What follows belongs to an exercise in optimizing a design on an open flow for a short achievable clock period and few clock cycles; a production flow would make more cautious choices. In this exercise RTL edits were held to simulation tests only and were not proved equivalent to the original. No run shown here takes its clock network from TritonCTS; it comes from the design's own scripts or RTL. No driver is modelled on the clock port, so clock power and skew are understated where the tree is cut down; a real chip needs a root buffer or a tree. Power is estimated from default activity; no workload was simulated.

[flow/flow/run.sh]
#!/bin/bash
# The standard layout (standard.sh) with these changes:
# - synthesis runs the standard flow's synthesis script with abc given a delay-driven
#   mapping script (flow/synth.tcl, flow/speed.abc); abc maps only the logic
#   between registers, so the registers match the standard synthesis
# - adders are left to abc as plain logic (ADDER_MAP_FILE empty: no full or
#   half adder cells, which make slow carry chains)
# - ports are buffered with buf_8 instead of the delay cell buffer_ports picks
# - the clock tree is two balanced buffer levels (flow/tree.tcl, run by
#   ORFS's cts step through its PRE_CTS_TCL hook) instead of TritonCTS's three
set -euo pipefail
cd "$(dirname "$0")/.."
HERE=$(pwd)
export FLOW_ABC_SCRIPT=$HERE/flow/speed.abc
export PRE_CTS_TCL=$HERE/flow/tree.tcl
export FLOW_TREE_ROOTS=4
export FLOW_TREE_LEAVES=28
KNOBS=(ADDER_MAP_FILE= "BUFFER_PORTS_ARGS=-buffer_cell sky130_fd_sc_hd__buf_8" "SYNTH_SCRIPT=$HERE/flow/synth.tcl")
bash standard.sh "${KNOBS[@]}" synth > synth.log 2>&1
bash standard.sh "${KNOBS[@]}" > layout.log 2>&1
[flow/flow/speed.abc]
strash
dch
map -r -D 800
topo
buffer -p
upsize -D 800
dnsize -D 800
[flow/flow/synth.tcl]
# The standard flow's synthesis script (synth_recipe.tcl), with abc given a delay-driven
# mapping script: the same passes, the same registers.
proc synth {args} { yosys synth -nofsm -noshare {*}$args }
proc abc {args} {
  set i [lsearch -exact $args -script]
  if { $i >= 0 } {
    set args [lreplace $args $i [expr { $i + 1 }] -script $::env(FLOW_ABC_SCRIPT)]
  }
  yosys abc {*}$args
}
source $::env(SCRIPTS_DIR)/synth.tcl
# left out here: clear keep_hierarchy, flatten, clean up, hide names made inside functions, write 1_2_yosys.v
[flow/flow/tree.tcl]
# Clock tree of two buffer levels in place of TritonCTS (sourced as the
# PRE_CTS_TCL hook, it replaces the clock_tree_synthesis command cts.tcl runs).
# The clock port drives FLOW_TREE_ROOTS root buffers, each at the middle of
# an equal share of the registers; each root drives FLOW_TREE_LEAVES leaf
# buffers, each at the middle of an equal share of its registers (without
# FLOW_TREE_LEAVES: shares of at most FLOW_TREE_SINKS registers spanning at
# most FLOW_TREE_SPAN um half-perimeter). Shares are made by splitting the
# registers at the median of the longer side, so every register sees the same
# two buffers and about the same wire.

proc my_tree_split { pts n } {
  # pts: list of {iterm x y}; returns n groups of about equal size
  if { $n <= 1 } { return [list $pts] }
  set xs [lsort -integer [lmap p $pts { lindex $p 1 }]]
  set ys [lsort -integer [lmap p $pts { lindex $p 2 }]]
  set w [expr { [lindex $xs end] - [lindex $xs 0] }]
  set h [expr { [lindex $ys end] - [lindex $ys 0] }]
  set k [expr { $w >= $h ? 1 : 2 }]
  set sorted [lsort -integer -index $k $pts]
  set m [expr { $n / 2 }]
  set cut [expr { [llength $sorted] * $m / $n }]
  set a [lrange $sorted 0 [expr { $cut - 1 }]]
  set b [lrange $sorted $cut end]
  return [concat [my_tree_split $a $m] [my_tree_split $b [expr { $n - $m }]]]
}

proc my_tree_leaves { pts max_sinks max_span } {
  # split until every group has at most max_sinks sinks and a bounding box
  # half-perimeter of at most max_span (dbu)
  set xs [lsort -integer [lmap p $pts { lindex $p 1 }]]
  set ys [lsort -integer [lmap p $pts { lindex $p 2 }]]
  set span [expr { [lindex $xs end] - [lindex $xs 0] + [lindex $ys end] - [lindex $ys 0] }]
  if { [llength $pts] <= $max_sinks && $span <= $max_span } { return [list $pts] }
  set halves [my_tree_split $pts 2]
  return [concat [my_tree_leaves [lindex $halves 0] $max_sinks $max_span] \
            [my_tree_leaves [lindex $halves 1] $max_sinks $max_span]]
}

proc my_tree_center { pts } {
  set sx 0
  set sy 0
  foreach p $pts {
    set sx [expr { $sx + [lindex $p 1] }]
    set sy [expr { $sy + [lindex $p 2] }]
  }
  set n [llength $pts]
  return [list [expr { $sx / $n }] [expr { $sy / $n }]]
}

proc my_tree_buffer { block master name x y in_net out_net } {
  set inst [odb::dbInst_create $block $master $name]
  set w [[$inst getMaster] getWidth]
  set h [[$inst getMaster] getHeight]
  $inst setLocation [expr { $x - $w / 2 }] [expr { $y - $h / 2 }]
  $inst setPlacementStatus PLACED
  [$inst findITerm A] connect $in_net
  [$inst findITerm X] connect $out_net
  return $inst
}

proc clock_tree_synthesis { args } {
  set db [ord::get_db]
  set block [ord::get_db_block]
  set roots [expr { [info exists ::env(FLOW_TREE_ROOTS)] ? $::env(FLOW_TREE_ROOTS) : 4 }]
  set max_sinks [expr { [info exists ::env(FLOW_TREE_SINKS)] ? $::env(FLOW_TREE_SINKS) : 32 }]
  set max_span [expr { [info exists ::env(FLOW_TREE_SPAN)] ? $::env(FLOW_TREE_SPAN) : 100.0 }]
  set max_span [expr { int($max_span * [$block getDbUnitsPerMicron]) }]
  set master [$db findMaster sky130_fd_sc_hd__clkbuf_16]
  set port [$block findBTerm clk]
  set clk_net [$port getNet]
  set pts {}
  foreach it [$clk_net getITerms] {
    set bb [[$it getInst] getBBox]
    lappend pts [list $it [expr { ([$bb xMin] + [$bb xMax]) / 2 }] [expr { ([$bb yMin] + [$bb yMax]) / 2 }]]
  }
  puts "bench tree: [llength $pts] sinks, $roots roots, leaves of at most $max_sinks sinks"
  set r 0
  foreach group [my_tree_split $pts $roots] {
    set rnet [odb::dbNet_create $block "clk_root_$r"]
    $rnet setSigType CLOCK
    lassign [my_tree_center $group] cx cy
    my_tree_buffer $block $master "clkbuf_root_$r" $cx $cy $clk_net $rnet
    set l 0
    if { [info exists ::env(FLOW_TREE_LEAVES)] } {
      set leaf_groups [my_tree_split $group $::env(FLOW_TREE_LEAVES)]
    } else {
      set leaf_groups [my_tree_leaves $group $max_sinks $max_span]
    }
    foreach leaf $leaf_groups {
      set lnet [odb::dbNet_create $block "clk_leaf_${r}_$l"]
      $lnet setSigType CLOCK
      foreach p $leaf {
        set it [lindex $p 0]
        $it disconnect
        $it connect $lnet
      }
      lassign [my_tree_center $leaf] lx ly
      my_tree_buffer $block $master "clkbuf_leaf_${r}_$l" $lx $ly $rnet $lnet
      incr l
    }
    puts "bench tree: root $r drives $l leaves"
    incr r
  }
  $clk_net setSigType CLOCK
}
[flow/standard.sh]
#!/bin/bash
# synth_recipe.tcl (not shown) runs the flow's synth.tcl, then flattens the netlist and writes it again
# the make line also repeats each setting of config.mk as NAME=value (left out here)
make -C /OpenROAD-flow-scripts/flow DESIGN_CONFIG=/design/flow/config.mk WORK_HOME=/design/flow/orfs CLKGATE_MAP_FILE= SYNTH_SCRIPT=/design/flow/synth_recipe.tcl "${@:-finish}"
[flow/config.mk]
export PLATFORM = sky130hd
export DESIGN_NAME = rv_core
export DESIGN_NICKNAME = rv_core
export VERILOG_FILES = /design/flow/design.v
export SDC_FILE = /design/flow/constraint.sdc
export NUM_CORES = 4
export LEC_CHECK = 0
export CAP_MARGIN = 20
export CORE_MARGIN = 2
export CORE_UTILIZATION = 40
export PLACE_DENSITY = 0.5
export SETUP_SLACK_MARGIN = 4.0
export SLEW_MARGIN = 20
export TNS_END_PERCENT = 20
[flow/constraint.sdc]
create_clock -name core_clock -period 6.5 [get_ports {clk}]
set_input_delay 1.3000 -clock core_clock [delete_from_list [all_inputs] [get_ports {clk}]]
set_output_delay 1.3000 -clock core_clock [all_outputs]
set_load 0.01 [all_outputs]
[flow/design.v]
package rv_isa_pkg;
    localparam logic [6:0] OPC_LOAD   = 7'b0000011;
    localparam logic [6:0] OPC_STORE  = 7'b0100011;
    localparam logic [6:0] OPC_OP     = 7'b0110011;
    localparam logic [6:0] OPC_OP_IMM = 7'b0010011;
    localparam logic [31:0] NOP_INSN = 32'h0000_0013;  
endpackage
package rv_pipe_pkg;
    localparam int XLEN = 32;
endpackage
`timescale 1ns/1ns
module rv_add32 (
    input  logic [31:0] a,
    input  logic [31:0] b,
    input  logic        cin,
    output logic [31:0] sum,
    output logic        cout
);
    logic [32:0] g, p;
    always_comb begin
        g = {a & b, cin};
        p = {a ^ b, 1'b0};
        for (int d = 1; d < 33; d = d * 2) begin
            for (int i = 32; i >= d; i--) begin
                g[i] = g[i] | (p[i] & g[i-d]);
                p[i] = p[i] & p[i-d];
            end
        end
    end
    assign sum  = (a ^ b) ^ g[31:0];
    assign cout = g[32];
endmodule
module rv_alu (
    input  logic [31:0] a,
    input  logic [31:0] b,        
    input  logic        cin,
    input  logic [31:0] shl_d,
    input  logic [4:0]  shl_n,
    input  logic [31:0] shr_d,
    input  logic [4:0]  shr_n,
    input  logic        sra,
    input  logic        s_add,
    input  logic        s_slt,
    input  logic        s_sltu,
    input  logic        s_xor,
    input  logic        s_or,
    input  logic        s_and,
    input  logic [31:0] rdata,
    input  logic [15:0] ld_sel,   
    input  logic [3:0]  ld_sfill,
    input  logic [3:0]  ld_sg,
    output logic [31:0] res,
    output logic [31:0] ld
);
    logic [31:0] sum, sll_v, sr_v, ld_v;
    logic        cout, ld_sign, lt_u, lt_s;
    rv_add32 u_add (.a(a), .b(b), .cin(cin), .sum(sum), .cout(cout));
    assign lt_u = !cout;
    assign lt_s = (a[31] == b[31]) ? a[31] : sum[31];
    assign sll_v = shl_d << shl_n;
    assign sr_v  = 32'($signed({sra && shr_d[31], shr_d}) >>> shr_n);
    assign ld_sign = |(ld_sg & {rdata[31], rdata[23], rdata[15], rdata[7]});
    always_comb begin
        for (int j = 0; j < 4; j++) begin
            ld_v[8*j +: 8] = {8{ld_sfill[j] && ld_sign}};
            for (int k = 0; k < 4; k++) begin
                ld_v[8*j +: 8] = ld_v[8*j +: 8] | ({8{ld_sel[4*j+k]}} & rdata[8*k +: 8]);
            end
        end
    end
    assign res = ({32{s_add}}  & sum)
               | ({32{s_slt}}  & {31'd0, lt_s})
               | ({32{s_sltu}} & {31'd0, lt_u})
               | ({32{s_xor}}  & (a ^ b))
               | ({32{s_or}}   & (a | b))
               | ({32{s_and}}  & (a & b))
               | sll_v
               | sr_v;
    assign ld = ld_v;
endmodule
`timescale 1ns/1ns
module rv_core (
    input  logic        clk,
    input  logic        rst_n,
    output logic [31:0] imem_addr,
    input  logic [31:0] imem_insn,
    output logic [31:0] dmem_addr,
    output logic [31:0] dmem_wdata,
    input  logic [31:0] dmem_rdata,
    output logic        dmem_wen,
    output logic [3:0]  byte_en
);
    localparam logic [31:0] NOP = 32'h0000_0013;
    function automatic logic [31:0] onehot_reg(input logic [4:0] r);
        logic [31:0] v;
        v = '0;
        for (int i = 1; i < 32; i++) v[i] = r == 5'(i);
        onehot_reg = v;
    endfunction
    logic        rst_q;           
    logic        stall_b;         
    logic        stall_s;         
    logic        stall;           
    logic [29:0] pc_q;            
    logic [29:0] pc_n;            
    logic [31:0] ir;
    logic [31:0] ir_imm;          
    logic [31:0] p1_lo, p1_hi, p2_lo, p2_hi;
    logic        q1_lo, q1_hi, q1_w, q1_w2;
    logic        q2_lo, q2_hi, q2_w, q2_w2;
    logic [4:0]  r_rs1, r_rs2, r_rd;
    logic        r_wr, r_ld, r_st, r_inv, r_sra, r_use_imm, r_sll, r_sr;
    logic [2:0]  r_f3;
    logic [31:0] r_imm, r_rs1v, r_rs2v;
    logic [31:0] r_agu;           
    logic        r_s_add, r_s_slt, r_s_sltu, r_s_xor, r_s_or, r_s_and;
    logic        a_xa, a_xl, a_w, a_r;                   
    logic        g_r;                             
    logic        b_xa, b_xl, b_w, b_r, b_i;              
    logic        sl_xa, sl_xl, sl_w, sl_r;                
    logic        sr_xa, sr_xl, sr_w, sr_r;                
    logic        sln_xa, sln_xl, sln_w, sln_r, sln_i;      
    logic        srn_xa, srn_xl, srn_w, srn_r, srn_i;      
    logic        wd_w, wd_r;                      
    logic        wdb_xa, wdb_xl, wdh_xa, wdh_xl;  
    logic        wdw_xa, wdw_xl;
    logic        f2_xa, f2_xl, f2_w, f2_r;                
    logic        x_wr;
    logic [4:0]  x_rd;
    logic [31:0] x_a, x_b, x_shl_d, x_shr_d, x_addr, x_wdata;
    logic [4:0]  x_shl_n, x_shr_n;
    logic [3:0]  x_be;
    logic        x_cin, x_sra, x_wen;
    logic [15:0] x_ld_sel;
    logic [3:0]  x_ld_sfill, x_ld_sg;
    logic        x_s_add, x_s_slt, x_s_sltu, x_s_xor, x_s_or, x_s_and;
    logic        w_wr;
    logic [4:0]  w_rd;
    logic [31:0] w_val, w2_val;
    logic [31:0] w_we;            
    logic [31:0] regq [1:31];
    logic [31:1] rv;              
    logic [31:0] alu_res, ld_res;  
    logic [31:0] ex_res;
    always_ff @(posedge clk) begin
        rst_q <= !rst_n;
    end
    logic [4:0]  f_rs1, f_rs2;
    logic [15:0] f_s1, f_s2;      
    logic [31:0] f_rd1_lo, f_rd1_hi, f_rd2_lo, f_rd2_hi;
    logic [31:0] f_live;          
    logic        f_x1, f_x2, f_w1, f_w2;
    logic [31:0] f_imm;
    assign imem_addr = {pc_q, 2'b00};
    assign f_imm     = imem_insn[6:0] == 7'b0100011 ?
                       {{20{imem_insn[31]}}, imem_insn[31:25], imem_insn[11:7]} :
                       {{20{imem_insn[31]}}, imem_insn[31:20]};
    assign f_rs1     = imem_insn[19:15];
    assign f_rs2     = imem_insn[24:20];
    assign f_live    = {rv, 1'b0};
    always_comb begin
        for (int k = 0; k < 16; k++) begin
            f_s1[k] = f_rs1[3:0] == 4'(k);
            f_s2[k] = f_rs2[3:0] == 4'(k);
        end
        f_rd1_lo = '0;
        f_rd1_hi = '0;
        f_rd2_lo = '0;
        f_rd2_hi = '0;
        for (int k = 0; k < 16; k++) begin
            if (k != 0) begin
                f_rd1_lo = f_rd1_lo | ({32{f_s1[k]}} & regq[k]);
                f_rd2_lo = f_rd2_lo | ({32{f_s2[k]}} & regq[k]);
            end
            f_rd1_hi = f_rd1_hi | ({32{f_s1[k]}} & regq[16+k]);
            f_rd2_hi = f_rd2_hi | ({32{f_s2[k]}} & regq[16+k]);
        end
    end
    assign f_x1 = x_wr && x_rd == f_rs1;
    assign f_x2 = x_wr && x_rd == f_rs2;
    assign f_w1 = w_wr && w_rd == f_rs1;
    assign f_w2 = w_wr && w_rd == f_rs2;
    always_ff @(posedge clk) begin
        if (rst_q) begin
            pc_q <= '0;
            pc_n <= 30'd1;
            ir   <= NOP;
            ir_imm <= '0;
        end else if (!stall) begin
            pc_q <= pc_n;
            pc_n <= pc_n + 30'd1;
            ir   <= imem_insn;
            ir_imm <= f_imm;
        end
    end
    always_ff @(posedge clk) begin
        if (rst_q) begin
            q1_lo <= 1'b0; q1_hi <= 1'b0; q1_w <= 1'b0; q1_w2 <= 1'b0;
            q2_lo <= 1'b0; q2_hi <= 1'b0; q2_w <= 1'b0; q2_w2 <= 1'b0;
        end else if (stall) begin
            q1_w  <= x_wr && x_rd == d_rs1;
            q1_lo <= !(x_wr && x_rd == d_rs1);
            q1_hi <= 1'b0;
            q1_w2 <= 1'b0;
            q2_w  <= x_wr && x_rd == d_rs2;
            q2_lo <= !(x_wr && x_rd == d_rs2);
            q2_hi <= 1'b0;
            q2_w2 <= 1'b0;
        end else begin
            q1_w  <= f_x1;
            q1_w2 <= !f_x1 && f_w1;
            q1_lo <= !f_x1 && !f_w1 && f_live[f_rs1] && !f_rs1[4];
            q1_hi <= !f_x1 && !f_w1 && f_live[f_rs1] && f_rs1[4];
            q2_w  <= f_x2;
            q2_w2 <= !f_x2 && f_w2;
            q2_lo <= !f_x2 && !f_w2 && f_live[f_rs2] && !f_rs2[4];
            q2_hi <= !f_x2 && !f_w2 && f_live[f_rs2] && f_rs2[4];
        end
    end
    always_ff @(posedge clk) begin
        p1_lo <= stall ? d_rs1v : f_rd1_lo;
        p2_lo <= stall ? d_rs2v : f_rd2_lo;
        p1_hi <= f_rd1_hi;
        p2_hi <= f_rd2_hi;
    end
    logic [6:0]  d_opc;
    logic [2:0]  d_f3;
    logic [4:0]  d_rd, d_rs1, d_rs2;
    logic        d_op, d_opi, d_alu, d_ld, d_st, d_wr, d_alt, d_mem;
    logic        d_sll, d_sr, d_inv;
    logic [31:0] d_imm;
    logic [31:0] d_rs1v, d_rs2v, d_agu;
    logic [1:0]  d_lane;
    assign d_opc = ir[6:0];
    assign d_f3  = ir[14:12];
    assign d_rd  = ir[11:7];
    assign d_rs1 = ir[19:15];
    assign d_rs2 = ir[24:20];
    assign d_op  = d_opc == 7'b0110011;
    assign d_opi = d_opc == 7'b0010011;
    assign d_alu = d_op || d_opi;
    assign d_ld  = d_opc == 7'b0000011 &&
                   (d_f3 == 3'd0 || d_f3 == 3'd1 || d_f3 == 3'd2 || d_f3 == 3'd4 || d_f3 == 3'd5);
    assign d_st  = d_opc == 7'b0100011 && (d_f3 == 3'd0 || d_f3 == 3'd1 || d_f3 == 3'd2);
    assign d_wr  = (d_alu || d_ld) && d_rd != 5'd0;
    assign d_mem = (d_ld || d_st) && d_rs1 != 5'd0;
    assign d_alt = ir[30] && ((d_op && (d_f3 == 3'd0 || d_f3 == 3'd5)) || (d_opi && d_f3 == 3'd5));
    assign d_sll = d_alu && d_f3 == 3'd1;
    assign d_sr  = d_alu && d_f3 == 3'd5;
    assign d_inv = d_alu && (d_f3 == 3'd2 || d_f3 == 3'd3 || (d_f3 == 3'd0 && d_alt));
    assign d_imm = ir_imm;
    assign d_rs1v = ({32{q1_lo}} & p1_lo) | ({32{q1_hi}} & p1_hi) |
                    ({32{q1_w}} & w_val) | ({32{q1_w2}} & w2_val);
    assign d_rs2v = ({32{q2_lo}} & p2_lo) | ({32{q2_hi}} & p2_hi) |
                    ({32{q2_w}} & w_val) | ({32{q2_w2}} & w2_val);
    rv_add32 u_agu_d (.a(d_rs1v), .b(d_imm), .cin(1'b0), .sum(d_agu), .cout());
    assign d_lane = d_rs1v[1:0] + d_imm[1:0];
    always_ff @(posedge clk) begin
        if (rst_q) begin
            r_rs1 <= '0; r_rs2 <= '0; r_rd <= '0;
            r_wr <= 1'b0; r_ld <= 1'b0; r_st <= 1'b0; r_inv <= 1'b0; r_sra <= 1'b0;
            r_f3 <= '0;
            r_s_add <= 1'b0; r_s_slt <= 1'b0; r_s_sltu <= 1'b0;
            r_s_xor <= 1'b0; r_s_or <= 1'b0; r_s_and <= 1'b0;
        end else if (!stall) begin
            r_rs1    <= d_rs1;
            r_rs2    <= d_rs2;
            r_rd     <= d_rd;
            r_wr     <= d_wr;
            r_ld     <= d_ld;
            r_st     <= d_st;
            r_inv    <= d_inv;
            r_sra    <= d_alt && d_f3 == 3'd5;
            r_f3     <= d_f3;
            r_s_add  <= d_alu && d_f3 == 3'd0;
            r_s_slt  <= d_alu && d_f3 == 3'd2;
            r_s_sltu <= d_alu && d_f3 == 3'd3;
            r_s_xor  <= d_alu && d_f3 == 3'd4;
            r_s_or   <= d_alu && d_f3 == 3'd6;
            r_s_and  <= d_alu && d_f3 == 3'd7;
        end
    end
    always_ff @(posedge clk) begin
        if (!stall) begin
            r_imm <= d_imm;
        end
        r_agu <= stall ? agu : d_agu;
        r_rs1v <= ({32{!stall}} & d_rs1v) | ({32{stall && a_xa}} & alu_res) | ({32{stall && a_xl}} & ld_res) |
                  ({32{stall && a_w}} & w_val) | ({32{stall && a_r}} & r_rs1v);
        r_rs2v <= ({32{!stall}} & d_rs2v) | ({32{stall && f2_xa}} & alu_res) | ({32{stall && f2_xl}} & ld_res) |
                  ({32{stall && f2_w}} & w_val) | ({32{stall && f2_r}} & r_rs2v);
    end
    logic       n_x1, n_x2, n_w1, n_w2, n_r1, n_r2;
    logic       n_imm, n_sll, n_sr, n_st, n_stall_b, n_stall_s, n_go;
    logic [2:0] n_f3;
    logic       d_st_ok;
    assign d_st_ok = d_f3[1:0] == 2'd0 ||
                     (!n_x1 && !(x_wr && x_rd == d_rs1) &&
                      (d_f3[1:0] == 2'd1 ? !d_lane[0] : d_lane == 2'd0));
    always_comb begin
        if (stall) begin
            n_x1 = 1'b0;
            n_x2 = 1'b0;
            n_w1 = x_wr && x_rd == r_rs1;
            n_w2 = 1'b0;
            n_imm = r_use_imm;
            n_sll = r_sll;
            n_sr  = r_sr;
            n_st  = r_st;
            n_f3  = r_f3;
            n_stall_b = 1'b0;
            n_stall_s = 1'b0;
        end else begin
            n_x1 = r_wr && r_rd == d_rs1;
            n_x2 = r_wr && r_rd == d_rs2;
            n_w1 = !n_x1 && x_wr && x_rd == d_rs1;
            n_w2 = !n_x2 && x_wr && x_rd == d_rs2;
            n_imm = !d_op;
            n_sll = d_sll;
            n_sr  = d_sr;
            n_st  = d_st;
            n_f3  = d_f3;
            n_stall_b = d_mem && n_x1;
            n_stall_s = d_st && n_x2 && !d_st_ok;
        end
        n_r1 = !n_x1 && !n_w1;
        n_r2 = !n_x2 && !n_w2;
        n_go = !n_stall_b && !n_stall_s;
    end
    always_ff @(posedge clk) begin
        if (rst_q) begin
            r_use_imm <= 1'b0; r_sll <= 1'b0; r_sr <= 1'b0;
        end else if (!stall) begin
            r_use_imm <= !d_op;
            r_sll     <= d_sll;
            r_sr      <= d_sr;
        end
    end
    always_ff @(posedge clk) begin
        if (rst_q) begin
            stall_b <= 1'b0; stall_s <= 1'b0;
            a_xa <= 1'b0; a_xl <= 1'b0; a_w <= 1'b0; a_r <= 1'b0; g_r <= 1'b0;
            f2_xa <= 1'b0; f2_xl <= 1'b0; f2_w <= 1'b0; f2_r <= 1'b0;
            b_xa <= 1'b0; b_xl <= 1'b0; b_w <= 1'b0; b_r <= 1'b0; b_i <= 1'b0;
            sl_xa <= 1'b0; sl_xl <= 1'b0; sl_w <= 1'b0; sl_r <= 1'b0;
            sr_xa <= 1'b0; sr_xl <= 1'b0; sr_w <= 1'b0; sr_r <= 1'b0;
            sln_xa <= 1'b0; sln_xl <= 1'b0; sln_w <= 1'b0; sln_r <= 1'b0; sln_i <= 1'b0;
            srn_xa <= 1'b0; srn_xl <= 1'b0; srn_w <= 1'b0; srn_r <= 1'b0; srn_i <= 1'b0;
            wd_w <= 1'b0; wd_r <= 1'b0; wdb_xa <= 1'b0; wdb_xl <= 1'b0; wdh_xa <= 1'b0; wdh_xl <= 1'b0; wdw_xa <= 1'b0; wdw_xl <= 1'b0;
        end else begin
            stall_b <= n_stall_b;
            stall_s <= n_stall_s;
            a_xa <= n_x1 && !r_ld; a_xl <= n_x1 && r_ld; a_w <= n_w1; a_r <= n_r1;
            g_r <= !n_w1;
            f2_xa <= n_x2 && !r_ld; f2_xl <= n_x2 && r_ld; f2_w <= n_w2; f2_r <= n_r2;
            b_xa <= n_x2 && !n_imm && !r_ld; b_xl <= n_x2 && !n_imm && r_ld; b_w <= n_w2 && !n_imm;
            b_r <= n_r2 && !n_imm; b_i <= n_imm;
            sl_xa <= n_x1 && n_sll && n_go && !r_ld; sl_xl <= n_x1 && n_sll && n_go && r_ld; sl_w <= n_w1 && n_sll && n_go;
            sl_r <= n_r1 && n_sll && n_go;
            sr_xa <= n_x1 && n_sr && n_go && !r_ld; sr_xl <= n_x1 && n_sr && n_go && r_ld;  sr_w <= n_w1 && n_sr && n_go;
            sr_r <= n_r1 && n_sr && n_go;
            sln_xa <= n_x2 && !n_imm && n_sll && n_go && !r_ld; sln_xl <= n_x2 && !n_imm && n_sll && n_go && r_ld; sln_w <= n_w2 && !n_imm && n_sll && n_go;
            sln_r <= n_r2 && !n_imm && n_sll && n_go;
            sln_i <= n_imm && n_sll && n_go;
            srn_xa <= n_x2 && !n_imm && n_sr && n_go && !r_ld; srn_xl <= n_x2 && !n_imm && n_sr && n_go && r_ld;  srn_w <= n_w2 && !n_imm && n_sr && n_go;
            srn_r <= n_r2 && !n_imm && n_sr && n_go;
            srn_i <= n_imm && n_sr && n_go;
            wd_w <= n_w2 && n_st; wd_r <= n_r2 && n_st;
            wdb_xa <= n_x2 && n_st && n_f3[1:0] == 2'd0 && !r_ld; wdb_xl <= n_x2 && n_st && n_f3[1:0] == 2'd0 && r_ld;
            wdh_xa <= n_x2 && n_st && n_f3[1:0] == 2'd1 && !r_ld; wdh_xl <= n_x2 && n_st && n_f3[1:0] == 2'd1 && r_ld;
            wdw_xa <= n_x2 && n_st && n_f3[1:0] == 2'd2 && !r_ld; wdw_xl <= n_x2 && n_st && n_f3[1:0] == 2'd2 && r_ld;
        end
    end
    assign stall = stall_b || stall_s;
    logic [31:0] agu_w, agu, b2;
    logic [1:0]  lane, base_lo;
    logic [3:0]  ln, mask;
    logic        st_mis;
    rv_add32 u_agu_w (.a(w_val),  .b(r_imm), .cin(1'b0), .sum(agu_w), .cout());
    assign agu = ({32{a_w}} & agu_w) | ({32{g_r}} & r_agu);
    assign base_lo = w_val[1:0] + r_imm[1:0];
    assign lane    = ({2{a_w}} & base_lo) | ({2{g_r}} & r_agu[1:0]);
    always_comb begin
        for (int i = 0; i < 4; i++) ln[i] = lane == 2'(i);
        case (r_f3[1:0])
            2'd0:    mask = 4'b0001;
            2'd1:    mask = 4'b0011;
            default: mask = 4'b1111;
        endcase
    end
    assign st_mis = (r_f3[1:0] == 2'd1 && lane[0]) || (r_f3[1:0] == 2'd2 && lane != 2'd0);
    assign b2     = ({32{wd_w}} & w_val) | ({32{wd_r}} & r_rs2v);
    logic [31:0] b2_lanes;
    always_comb begin
        if (st_mis) begin
            b2_lanes = b2 << {lane, 3'b000};
        end else if (r_f3[1:0] == 2'd0) begin
            b2_lanes = {4{b2[7:0]}};
        end else if (r_f3[1:0] == 2'd1) begin
            b2_lanes = {2{b2[15:0]}};
        end else begin
            b2_lanes = b2;
        end
    end
    logic [15:0] ld_sel;
    logic [3:0]  ld_sfill, ld_sg;
    always_comb begin
        ld_sel   = '0;
        ld_sfill = '0;
        ld_sg    = '0;
        if (r_ld) begin
            if (r_f3[1:0] == 2'd2) begin
                ld_sel = 16'b1000_0100_0010_0001;
            end else if (r_f3[1:0] == 2'd1) begin
                ld_sel[3:0] = ln;
                ld_sel[7:4] = {ln[2:0], 1'b0};
                ld_sfill    = 4'b1100 & {4{!r_f3[2]}};
                ld_sg       = {ln[2:0], 1'b0} & {4{!r_f3[2]}};
            end else begin
                ld_sel[3:0] = ln;
                ld_sfill    = 4'b1110 & {4{!r_f3[2]}};
                ld_sg       = ln & {4{!r_f3[2]}};
            end
        end
    end
    always_ff @(posedge clk) begin
        if (rst_q || stall) begin
            x_wr <= 1'b0; x_rd <= '0; x_wen <= 1'b0; x_be <= '0;
            x_ld_sel <= '0; x_ld_sfill <= '0; x_ld_sg <= '0;
            x_s_add <= 1'b0; x_s_slt <= 1'b0; x_s_sltu <= 1'b0;
            x_s_xor <= 1'b0; x_s_or <= 1'b0; x_s_and <= 1'b0;
            x_sra <= 1'b0;
        end else begin
            x_wr <= r_wr; x_rd <= r_rd;
            x_wen <= r_st;
            x_be  <= r_st ? (mask << lane) : 4'b0000;
            x_ld_sel   <= ld_sel;
            x_ld_sfill <= ld_sfill;
            x_ld_sg    <= ld_sg;
            x_s_add <= r_s_add; x_s_slt <= r_s_slt; x_s_sltu <= r_s_sltu;
            x_s_xor <= r_s_xor; x_s_or <= r_s_or; x_s_and <= r_s_and;
            x_sra <= r_sra;
        end
    end
    always_ff @(posedge clk) begin
        x_a     <= ({32{a_xa}} & alu_res) | ({32{a_xl}} & ld_res) | ({32{a_w}} & w_val) |
                   ({32{a_r}} & r_rs1v);
        x_b     <= (({32{b_xa}} & alu_res) | ({32{b_xl}} & ld_res) | ({32{b_w}} & w_val) |
                    ({32{b_r}} & r_rs2v) | ({32{b_i}} & r_imm)) ^ {32{r_inv}};
        x_cin   <= r_inv;
        x_shl_d <= ({32{sl_xa}} & alu_res) | ({32{sl_xl}} & ld_res) | ({32{sl_w}} & w_val) |
                   ({32{sl_r}} & r_rs1v);
        x_shr_d <= ({32{sr_xa}} & alu_res) | ({32{sr_xl}} & ld_res) | ({32{sr_w}} & w_val) |
                   ({32{sr_r}} & r_rs1v);
        x_shl_n <= ({5{sln_xa}} & alu_res[4:0]) | ({5{sln_xl}} & ld_res[4:0]) | ({5{sln_w}} & w_val[4:0]) | ({5{sln_r}} & r_rs2v[4:0]) |
                   ({5{sln_i}} & r_imm[4:0]);
        x_shr_n <= ({5{srn_xa}} & alu_res[4:0]) | ({5{srn_xl}} & ld_res[4:0]) | ({5{srn_w}} & w_val[4:0]) | ({5{srn_r}} & r_rs2v[4:0]) |
                   ({5{srn_i}} & r_imm[4:0]);
        x_addr  <= agu;
        x_wdata <= ({32{wdb_xa}} & {4{alu_res[7:0]}}) | ({32{wdb_xl}} & {4{ld_res[7:0]}}) | ({32{wdh_xa}} & {2{alu_res[15:0]}}) | ({32{wdh_xl}} & {2{ld_res[15:0]}}) |
                   ({32{wdw_xa}} & alu_res) | ({32{wdw_xl}} & ld_res) | b2_lanes;
    end
    rv_alu u_alu (
        .a(x_a), .b(x_b), .cin(x_cin),
        .shl_d(x_shl_d), .shl_n(x_shl_n), .shr_d(x_shr_d), .shr_n(x_shr_n), .sra(x_sra),
        .s_add(x_s_add), .s_slt(x_s_slt), .s_sltu(x_s_sltu),
        .s_xor(x_s_xor), .s_or(x_s_or), .s_and(x_s_and),
        .rdata(dmem_rdata), .ld_sel(x_ld_sel), .ld_sfill(x_ld_sfill), .ld_sg(x_ld_sg),
        .res(alu_res), .ld(ld_res)
    );
    assign ex_res = alu_res | ld_res;
    assign dmem_addr  = x_addr;
    assign dmem_wdata = x_wdata;
    assign dmem_wen   = x_wen;
    assign byte_en    = x_be;
    always_ff @(posedge clk) begin
        if (rst_q) begin
            w_wr <= 1'b0;
            w_rd <= '0;
            w_we <= '0;
        end else begin
            w_wr <= x_wr;
            w_rd <= x_rd;
            w_we <= x_wr ? onehot_reg(x_rd) : 32'd0;
        end
        w_val  <= ex_res;
        w2_val <= w_val;
    end
    always_ff @(posedge clk) begin
        for (int i = 1; i < 32; i++) begin
            if (w_we[i]) regq[i] <= w_val;
        end
    end
    always_ff @(posedge clk) begin
        for (int i = 1; i < 32; i++) begin
            if (rst_q) begin
                rv[i] <= 1'b0;
            end else if (w_we[i]) begin
                rv[i] <= 1'b1;
            end
        end
    end
endmodule
==> key figures, run 1 <==
Outcome
  • Status: complete, no violations

Setup path
  • Most used cell, CP: nand2_1
  • CP max stage cell: nand4_1
  • FF-to-FF path depth: 5
  • WP data arrival: 3490 ps
  • Worst Setup Start Kind: register
  • Worst Path Max Fanout: 32
  • Worst setup path start: q2_w2
  • Crit path cell chain: buf_4 -> nand2_1 -> nand4_1 -> a221oi_1 -> nand2_1
  • CP Capture Point: r_rs2v[2]
  • Reg2reg start: q2_w2
  • Worst path max stage delay: 900 ps
  • Crit Path Class: reg2reg
  • FF-to-FF End: r_rs2v[2]
  • Setup crit end kind: register
  • Critical path required time: 7130 ps
  • Flop-to-flop setup slack: 3640 ps

Layout
  • Layout cell share with drive strength beyond 1: 20.69%
  • Final Util: 51.04%
  • Nets@finish: 13,310
  • Area growth syn-to-layout: 27.11%
  • Finished Layout Cells: 16,850
  • Fillers: 24,880

Synth
  • Post-synthesis mux area share: 0%
  • Top cells by area, synth: edfxtp_1, nand4_1, dfxtp_1
  • Largest family of logic cells by synthesized area: simple AND/OR/NAND/NOR gates
  • Complex-gate fraction of the synthesized area: 19.20%
  • Synth Flop Type: edfxtp_1
  • Avg Cell Area, Syn: 8.295 µm²
  • Post-Syn Area: 107,500 µm²
  • Seq/Total Area, Yosys: 42.30%
  • Post-synthesis xor/xnor area fraction: 0.02445%
  • Synthesized instance count: 12,960
  • Yosys warnings: 4
  • Top cell type by total area after synthesis: edfxtp_1
  • Count leader, synth: nand4_1
  • Register bit total from synthesis: 1,769
  • Most frequent cells after synthesis: nand4_1, nand2_1, clkbuf_1, edfxtp_1, nand3_1
  • Asr flop ratio synth: 0%
  • Adder-Cell Fraction of Synth Area: 0%
  • Synth unique cells: 77
  • Synth Area in Simple Gates: 32.14%
  • Number of flops mapped to enable cells by yosys: 1,004
  • Post-synth top area share: 28.05%

STA
  • Worst Tran Pin Value: 1238 ps
  • Post-route minimum period: 2855 ps
  • Max Fclk: 0.3502 GHz
  • Final hold violation count: 0
  • Slack of the critical path: 3645 ps
  • RSZ-0062 raised after global routing: yes
  • Setup TNS: 0 ps
  • Slew headroom: 16.96%
  • Final Skew: 130.6 ps
  • Period utilisation layout: 43.93%
  • Final-report max-slew violation count: 0
  • Final setup fails: 0

Min path
  • Hold depth: 2
  • Hold Path Class: reg2reg

GRT
  • Initial antenna violation count: 86
  • Pin count of the biggest net entering global routing: 137
  • First-pass GRT wire length: 979,700 µm
  • Grt total ovfl: 0
  • All-Layer GR Usage: 51.04%
  • Vias in the first global route: 115,700

Floorplanning
  • Rows: 190
  • Ports: 167
  • Area of the die: 272,900 µm²
  • Core Area: 267,700 µm²
  • DIE HEIGHT: 522.4 µm
  • Initial core utilization: 40.15%
  • DIE WIDTH: 522.4 µm

Clock network
  • Cts hold-fix bufs: 0
  • Clk Latency, worst-skew pair: 800 ps
  • Worst-path clk slew: 80 ps

Job
  • Max-Cap Viols: 0

Routing
  • Antenna Nets Post-Route: 0
  • Met3 Wirelength: 115,300 µm
  • Pre-Repair DR Iteration Count: 17
  • 1st-iter DRT viols: 25,150
  • DR vias: 130,600
  • M1 WL: 249,000 µm
  • Vias per inst: 7.752
  • Met2 routed WL: 286,600 µm
  • DRC Markers: 0
  • WL final: 737,200 µm
  • DR WL/cell: 43.75 µm
  • Top sig layer: met5

Place
  • Gp weighted congestion: 1.064
  • HPWL Detailed: 416,700 µm
  • # placed instances: 15,750
  • Buffers on Ports: 164
  • Setup WS pre-CTS: 2342 ps

Pwr
  • Pwr/cell area: 177.5 nW/µm²
  • LEAKAGE: 48.14 nW
  • Peak VDD IR: 0.4109 mV
## stage by stage
step	power [mW]	cell area, µm²	hold slack, ps
global route	24.39	136500	482.2
floorplan	13.97	107800	347.5
finish	24.25	136600	453.7
global placement	15.49	112500	437.6
detailed placement	15.49	112500	434.0
CTS	21.89	129700	434.0
## where the power goes
part	switching [mW]	internal, mW	leakage (nW)
clock network	4.12	3.10	1.43
registers	0.483	11.9	15.6
logic	3.10	1.51	31.1
total	7.69	16.6	48.1
## area by class of cell
class / instances / area (µm²) / area share (%)
Buffer: 116 / 2903 / 2.125
Timing Repair inverter: 17 / 143.9 / 0.1053
Inverter: 525 / 2156 / 1.578
Tap cell: 3552 / 4444 / 3.253
Timing Repair Buffer: 1366 / 19310 / 14.14
Multi-Input combinational cell: 9448 / 61630 / 45.11
Sequential cell: 1769 / 45880 / 33.58
Antenna cell: 57 / 142.6 / 0.1044
## worst min-delay path by stage
stage / start / end / slack (ps)
after floorplan: r_inv / x_cin / 350
after global placement: r_agu[28] / x_addr[28] / 440
after detailed placement: r_agu[5] / x_addr[5] / 430
after CTS: r_agu[5] / x_addr[5] / 430
after global routing: w_we[5] / regq[5][20] / 480
final: r_agu[5] / x_addr[5] / 450
## critical path, delay by kind of cell (launching register included)
family,cells,cell delay (ps)
AO/OA/AOI/OAI,1,570
buffers and inverters,1,290
AND/OR/NAND/NOR,3,1520
flip-flops,1,310
## per-layer routing
metal | GRT usage, % | vias up
met5 | 0.6143 | -
met4 | 44.84 | 59
met3 | 22.28 | 4339
met2 | 70.36 | 13080
met1 | 59.84 | 62470
li1 | - | 50670
## state kept, by name, summed over array words and instances (netlist names), 32 cells and up
register  cells
x_wdata      32
r_agu        32
w_val        32
x_addr       32
r_rs1v       32
regq        992
x_a          32
x_shl_d      32
p1_hi        32
p2_lo        32
r_rs2v       32
x_shr_d      32
w2_val       32
p1_lo        32
x_b          32
p2_hi        32
## cells by family (layout without fill, tap and decap cells)
| family | count (synthesis) | in the layout |
|---|---|---|
| simple gates | 6668 | 6683 |
| buf+inv | 1756 | 2024 |
| flops | 1769 | 1769 |
| compound gates | 2760 | 2760 |
| xor+xnor | 3 | 3 |
| other cells | 1 | 59 |
## layout by cell type (no fill, tap or decap), types with 49 or more instances in the layout
cell | Yosys | layout
a21oi_4 | 3 | 49
nand2_4 | 1 | 50
o21bai_1 | 429 | 378
a21oi_1 | 509 | 392
nand2_2 | 11 | 116
nor2_4 | 2 | 126
a22oi_1 | 107 | 103
a31oi_1 | 122 | 81
and2_1 | 107 | 84
buf_6 | 6 | 110
diode_2 | 0 | 57
nand3_2 | 2 | 49
bufbuf_16 | 0 | 66
dfxtp_2 | 0 | 94
nor2_2 | 16 | 87
o2bb2ai_1 | 69 | 63
nand2b_1 | 212 | 211
a2bb2oi_1 | 57 | 56
a41oi_1 | 148 | 106
edfxtp_1 | 1004 | 1004
dfxtp_4 | 0 | 80
nor3_1 | 56 | 50
nand2_1 | 1847 | 1690
o311a_1 | 71 | 71
clkbuf_16 | 0 | 128
nand3_1 | 930 | 864
o211ai_1 | 254 | 254
o211a_1 | 53 | 52
o22ai_1 | 103 | 65
nand4_1 | 2544 | 2544
o21ai_0 | 219 | 183
nor2_1 | 675 | 485
o2111a_1 | 285 | 284
buf_4 | 9 | 668
dfxtp_1 | 765 | 591
inv_1 | 514 | 487
buf_12 | 0 | 149
buf_16 | 0 | 179
a21oi_2 | 6 | 77
buf_8 | 0 | 177
## what timing repair did
item,CTS,global route
pin swaps,257,260
cloned,215,15
gates resized for setup,1166,948
buffers inserted,404,289
endpoints found under the setup margin,497,451
Testbench counts, summed over its fixed seeds: cycles 16,169.
==> run 2: changes to the inputs <==
--- a/flow/config.mk
+++ b/flow/config.mk
@@ -6,9 +6,9 @@
 export NUM_CORES = 4
 export LEC_CHECK = 0
-export CAP_MARGIN = 20
+export CAP_MARGIN = 50
 export CORE_MARGIN = 2
 export CORE_UTILIZATION = 40
 export PLACE_DENSITY = 0.5
 export SETUP_SLACK_MARGIN = 4.0
-export SLEW_MARGIN = 20
+export SLEW_MARGIN = 70
 export TNS_END_PERCENT = 20
==> run 2 against run 1 <==
Clock power shrank 0.7%. Utilization grew 1.8 points. First-iteration DRC count shrank 11%. Setup slack gained 53 ps. Still clean. Cell area grew 3.5%. Sequential share of layout area shrank 1.1 points. Area after synthesis is the same. Sequential power is essentially flat. Largest power group unchanged. Hold slack gained 4.9 ps. Clock skew shrank 21 ps. Global-route usage shrank 3.1 points. Maximum frequency grew 1.9%.
==> key figures, run 2 <==
Layout
  • Final Util: 52.81%
  • Finished Layout Cells: 17,110
  • Area growth syn-to-layout: 31.51%
  • Total area of sequential cells: 45,980 µm²
  • Commonest non-fill, non-tap cells in the layout: nand4_1, nand2_1, edfxtp_1, nand3_1, buf_4
  • Cell area after layout: 141,400 µm²
  • Area of the multi-input gates: 62,570 µm²
  • Register with the most flip-flops: regq
  • Commonest non-fill, non-tap cell in the layout: nand4_1
  • Fillers: 24,560
  • Layout cell share with drive strength beyond 1: 24.03%
  • Max reg flops: 992
  • Nets@finish: 13,600

STA
  • Post-route minimum period: 2803 ps
  • Final Skew: 109.8 ps
  • Final-report max-slew violation count: 0
  • Worst Tran Pin Value: 590.7 ps
  • Final hold slack: 458.6 ps
  • Max Fclk: 0.3568 GHz
  • Period utilisation layout: 43.12%
  • Slack of the critical path: 3697 ps
  • Slew headroom: 60.62%
  • Setup TNS: 0 ps
  • Final hold violation count: 0
  • Final setup fails: 0
  • RSZ-0062 raised after global routing: yes

Pwr
  • Pwr/cell area: 170.7 nW/µm²
  • LEAKAGE: 50.12 nW
  • Peak VDD IR: 0.4116 mV
  • Internal power: 16.67 mW
  • Overall power: 24.13 mW
  • Clock network power share: 29.7%
  • Switching Fraction: 30.93%
  • Part of the power in combinational logic: 18.9%
  • Net Sw Power: 7.464 mW
  • Seq pwr share: 51.4%

Synth
  • Register bit total from synthesis: 1,769
  • Asr flop ratio synth: 0%
  • Avg Cell Area, Syn: 8.295 µm²
  • Top cell type by total area after synthesis: edfxtp_1
  • Synth Flop Type: edfxtp_1
  • Post-synth top area share: 28.05%
  • Synth unique cells: 77
  • Top cells by area, synth: edfxtp_1, nand4_1, dfxtp_1
  • Post-Syn Area: 107,500 µm²
  • Number of flops mapped to enable cells by yosys: 1,004
  • Seq/Total Area, Yosys: 42.30%
  • Yosys warnings: 4
  • Count leader, synth: nand4_1
  • Most frequent cells after synthesis: nand4_1, nand2_1, clkbuf_1, edfxtp_1, nand3_1
  • Synthesized instance count: 12,960

Setup path
  • Worst Setup Start Kind: register
  • FF-to-FF path depth: 10
  • Worst Path Max Fanout: 7
  • CP max stage cell: dfxtp_4
  • Reg2reg start: x_a[6]
  • Critical path required time: 7180 ps
  • Crit path cell chain: and2_4 -> nor2_4 -> nand4_1 -> o21ai_4 -> nand3_2 -> a41oi_4 -> nand2_2 -> a21oi_2 -> o21bai_1 -> nand2_2
  • Flop-to-flop setup slack: 3700 ps
  • Most used cell, CP: nand2_2
  • Worst setup path start: x_a[6]
  • FF-to-FF End: x_b[23]
  • Setup crit end kind: register
  • Crit Path Class: reg2reg
  • WP data arrival: 3490 ps
  • Worst path max stage delay: 420 ps

Floorplanning
  • Initial core utilization: 40.15%
  • DIE HEIGHT: 522.4 µm
  • DIE WIDTH: 522.4 µm
  • Area of the die: 272,900 µm²
  • Ports: 167
  • Rows: 190
  • Core Area: 267,700 µm²

Routing
  • DR WL/cell: 40.70 µm
  • DR vias: 128,000
  • Antenna Nets Post-Route: 0
  • Vias per inst: 7.485
  • WL final: 696,300 µm
  • DRC Markers: 0
  • 1st-iter DRT viols: 22,290
  • Pre-Repair DR Iteration Count: 10

GRT
  • Vias in the first global route: 114,200
  • Pin count of the biggest net entering global routing: 78
  • Grt total ovfl: 0
  • First-pass GRT wire length: 933,400 µm
  • All-Layer GR Usage: 47.94%
  • Initial antenna violation count: 52

Place
  • # placed instances: 16,080
  • HPWL Detailed: 443,300 µm
  • Gp weighted congestion: 1.064
  • Placed cell areas: 120,300 µm²
  • Buffers on Ports: 164
  • Setup WS pre-CTS: 2560 ps

Job
  • Max-Cap Viols: 0

Clock network
  • Worst-path clk slew: 90 ps
  • Clk Latency, worst-skew pair: 780 ps
  • Cts hold-fix bufs: 0

Min path
  • Hold Path Class: reg2reg
  • Hold Path End: x_addr[8]
  • Hold depth: 2
  • Hold Startpoint: r_agu[8]

Outcome
  • Status: complete, no violations
[run 2: cell count changes in the layout (fill, tap and decap cells not counted), sizes merged, moves of 8 or more]
| cell | delta |
|---|---|
| and2 | -8 |
| buf | +288 |
| bufbuf | -12 |
| clkbuf | +25 |
| clkinvlp | -13 |
| diode | -30 |
| inv | +9 |
[run 2: power groups by stage]
stage | sequential, mW | clock (mW) | combinational, mW
after floorplan | 12.4 | 0 | 1.62
after global placement | 12.6 | 0 | 2.85
after detailed placement | 12.6 | 0 | 3.16
after CTS | 12.6 | 5.24 | 3.94
after global routing | 12.4 | 7.45 | 4.57
final | 12.4 | 7.16 | 4.56
[run 2: worst max-delay path by stage]
stage | end | slack, ps | cells after the start
detailed placement | p1_lo[6] | 2560 | 10
global route | r_agu[20] | 3690 | 14
global placement | p1_lo[1] | 2300 | 7
floorplan | x_wdata[29] | 3970 | 6
finish | x_b[23] | 3700 | 10
CTS | r_agu[21] | 3460 | 13
[run 2: worst max-delay path, delay by kind of cell (launching register included)]
| kind | cells | cell delay [ps] |
|---|---|---|
| compound gates | 4 | 1010 |
| flops | 1 | 420 |
| simple gates | 6 | 1280 |
[run 2: repair_timing]
| item | 4_1_cts | 5_1_grt |
|---|---|---|
| gates resized for setup | 478 | 1157 |
| buffers inserted | 270 | 412 |
| cloned | 160 | 26 |
| pin swaps | 167 | 363 |
| endpoints found under the setup margin | 452 | 377 |
| endpoints found under the hold margin | 0 | 0 |
[run 2: logic make-up after synthesis]
group | share of synthesized area, %
AO/OA/AOI/OAI | 19.20
XOR/XNOR | 0.02445
buffers and inverters | 6.330
flip-flops | 42.30
other | 0.003489
AND/OR/NAND/NOR | 32.14
[run 2: per-layer routing]
layer | part of all wire, % | vias to the layer above | track usage (%)
met5 | 0.038 | - | 0
met4 | 11 | 36 | 38.40
met3 | 14 | 3592 | 15.76
met2 | 40 | 11710 | 68.81
met1 | 35 | 61470 | 58.66
li1 | - | 51240 | -
[run 2: layout make-up]
| class | count | share of cell area (%) |
|---|---|---|
| plain buffers | 116 | 2.054 |
| flip-flops and latches | 1769 | 32.53 |
| repair inverters | 12 | 0.07612 |
| well taps | 3552 | 3.144 |
| repair buffers | 1670 | 16.36 |
| inverters | 525 | 1.523 |
| diodes | 27 | 0.04780 |
| multi-input cells | 9436 | 44.27 |

## port drivers added, routing unchanged
In the flow no input, the clock included, has a driving cell. The finished layouts below were timed again as built, in two steps.
Step 1 (the two cells are an assumption about what drives the block):
set clk [get_ports {clk}]
set_driving_cell -lib_cell sky130_fd_sc_hd__clkbuf_16 $clk
set_driving_cell -lib_cell sky130_fd_sc_hd__buf_2 [delete_from_list [all_inputs] $clk]
Step 2 also shifts input and output timing later by t, the mid clock arrival at the registers, as if the neighbouring blocks saw the same clock.
a / b / c = no drivers / after step 1 / after step 2; a / b = the first two.
run	t (ns)	slack for setup (ns)	worst slew at a driven data input, ns
run 1	0.986	3.645 / 3.488 / 3.086	0.49
run 2	0.966	3.697 / 3.543 / 3.170	0.24
After both steps setup and hold are still met in every run listed. The setup slack of run 1, which loses most, moves by -0.157 ns with the drivers and by -0.559 ns with both steps.
